Source: an optimization exercise on an open RTL-to-GDS flow (aim: small area, a short achievable clock period and few clock cycles per item). Production flows keep margins and buffers that such runs may drop. Function was checked by simulation only, so behaviour that the tests miss may differ from the original.

==> flow/design.v (excerpt) <==
module line_follow_pid_drive_core (
    input  logic                                 clk,
    input  logic                                 rst_n,
    input  logic                                 cfg_we,
    input  logic [lfpd_pkg::CFG_IDX_W-1:0]       cfg_index,
    input  logic [lfpd_pkg::CFG_DATA_W-1:0]      cfg_data,
    input  logic                                 in_valid,
    output logic                                 in_ready,
    input  logic [lfpd_pkg::SENSOR_W-1:0]        in_sensor_bits,
    input  logic                                 in_read_failed,
    input  logic signed [lfpd_pkg::DELTA_W-1:0]  in_left_delta,
    input  logic signed [lfpd_pkg::DELTA_W-1:0]  in_right_delta,
    output logic                                 out_valid,
    input  logic                                 out_ready,
    output logic signed [lfpd_pkg::DRIVE_W-1:0]  out_left_drive,
    output logic signed [lfpd_pkg::DRIVE_W-1:0]  out_right_drive,
    output logic                                 out_motor_stop,
    output logic [1:0]                           out_line_status,
    output logic                                 out_run_finished,
    output logic                                 out_alert_on,
    output logic                                 out_notify_stop,
    output logic signed [lfpd_pkg::ERR_W-1:0]    out_line_error
);
For scale: ~440 flip-flops, about 100 I/O pins, about 45000 um^2 of cells after synthesis.
clock: 12.0 ns
lec_check: 0
abc_area: 1
cap_margin: 20
core_margin: 2
core_utilization: 68
slew_margin: 20
standard.sh (not shown) runs the stock make flow with config.mk's settings and CLKGATE_MAP_FILE= SYNTH_SCRIPT=/design/flow/synth_recipe.tcl, a recipe that flattens the netlist after the stock synthesis.
==> flow/flow/run.sh <==
#!/bin/bash
set -e
export SETUP_SLACK_MARGIN=6.5
export BUFFER_PORTS_ARGS="-buffer_cell sky130_fd_sc_hd__buf_2"
bash standard.sh > standard.log 2>&1
Testbench counts at the start, summed over its fixed seeds: cycles 3,530, items 3,482.
Change:
==> flow/flow/run.sh (replaced) <==
#!/bin/bash
set -e
export SETUP_SLACK_MARGIN=6.5
bash standard.sh > standard.log 2>&1
- CORE_UTILIZATION: 68 -> 55
First-iteration DRC count fell by a quarter to a third. Hold slack loses 0.015 ns. Flip-flop and latch count does not change.

========
== v33 ==
Another version of the RTL of line_follow_pid_drive_core (not shown whole).
Size: about 5400 cells after synthesis, ~100 I/O pins, ~46000 um2 of cells after synthesis.
clock: 12.0 ns
lec_check: 0
abc_area: 1
cap_margin: 20
core_margin: 2
core_utilization: 40
slew_margin: 20
==> flow/flow/run.sh <==
#!/bin/bash
set -e
export SETUP_SLACK_MARGIN=6.5
bash standard.sh > standard.log 2>&1
v33 has completed all stages; timing, DRC and antenna checks passed.
Testbench counts of v33, summed over its fixed seeds: cycles 3,530, items 3,482.
The inputs of v28 differ from those of v33 as listed below.
- clearing ABC_AREA, which used to be 1
==> flow/run.sh (new file) <==
#!/bin/bash
# synth_recipe.tcl (not shown) runs the flow's synth.tcl, then flattens the netlist and writes it again
# the make line also repeats each setting of config.mk as NAME=value (left out here)
make -C /OpenROAD-flow-scripts/flow DESIGN_CONFIG=/design/flow/config.mk WORK_HOME=/design/flow/orfs CLKGATE_MAP_FILE= SYNTH_SCRIPT=/design/flow/synth_recipe.tcl finish
removed: flow/flow/run.sh
removed: flow/standard.sh
--- outcome ---
Area taken by flip-flops and latches: v33 vs v28, no meaningful difference. From v33 to v28 the numbers moved as follows: tapcell count increased by 12 relative to the old numbers; final-layout clock buffer total increased by 16% relative to the old numbers; maximum frequency decreased by 30 MHz relative to the old numbers. Taking v33 over v28, the non-clock inverter instance count of the final layout ratio works out to 1.8. Diff v33 -> v28: cell count went down 752; post-synthesis compound-gate area fraction increased by 3.1 points relative to the old numbers.
Modified inputs, v13 compared to v28
- ABC_AREA: unset -> 1
- CTS_BUF_LIST: unset -> sky130_fd_sc_hd__clkbuf_4 sky130_fd_sc_hd__clkbuf_8
## What came out
v28 → v13: routed wire length saw an increase, maximum frequency saw a decrease. Going from v28 to v13, total number of H-tree levels grows by 1. The design area was comparable across v28 and v13. Between v13 and v28, it is v13 whose synthesis-to-layout area growth is higher, by 0.80 points. | setup slack | v13 vs v28 | worse |. v13 -> v28: sequential share of layout area flat. Diff v28 -> v13 | count of nets after finishing | up by more than 10%.

[afterwards: timing with drivers on the ports]
How much do the figures lean on ideal ports? The routed layouts below were timed once more, with nothing changed but the port constraints.
Step 1, drivers: a clkbuf_16 drives clk and a buf_2 each remaining input, both assumed.
Step 2, shift: input delay + t, output delay - t, t = (earliest + latest rising clock arrival at the registers) / 2. This alone moves slack from input paths to output paths.
Slacks: ideal / step 1 / step 2; pairs: ideal / step 1.
run | shift t [ns] | slack for setup (ns) | worst setup path after step 2 | slew at the worst register clock pin (ns) | pins driven straight from the clock port
the first run of note 1 | 0.669 | 6.568 / 6.549 / 6.163 | input to register | 0.07 / 0.07 | 1
the second run of note 1 | 0.674 | 6.544 / 6.522 / 6.141 | input to register | 0.06 / 0.06 | 1
v33 | 0.706 | 6.413 / 6.435 / 5.728 | input to register | 0.07 / 0.07 | 1
v28 | 0.712 | 5.277 / 5.255 / 4.999 | input to register | 0.07 / 0.07 | 1
v13 | 0.767 | 5.206 / 5.185 / 4.774 | input to register | 0.07 / 0.07 | 1
After both steps setup and hold are still met in every run listed. The setup slack of v33, which loses most, moves by +0.022 ns with the drivers and by -0.685 ns with both steps.
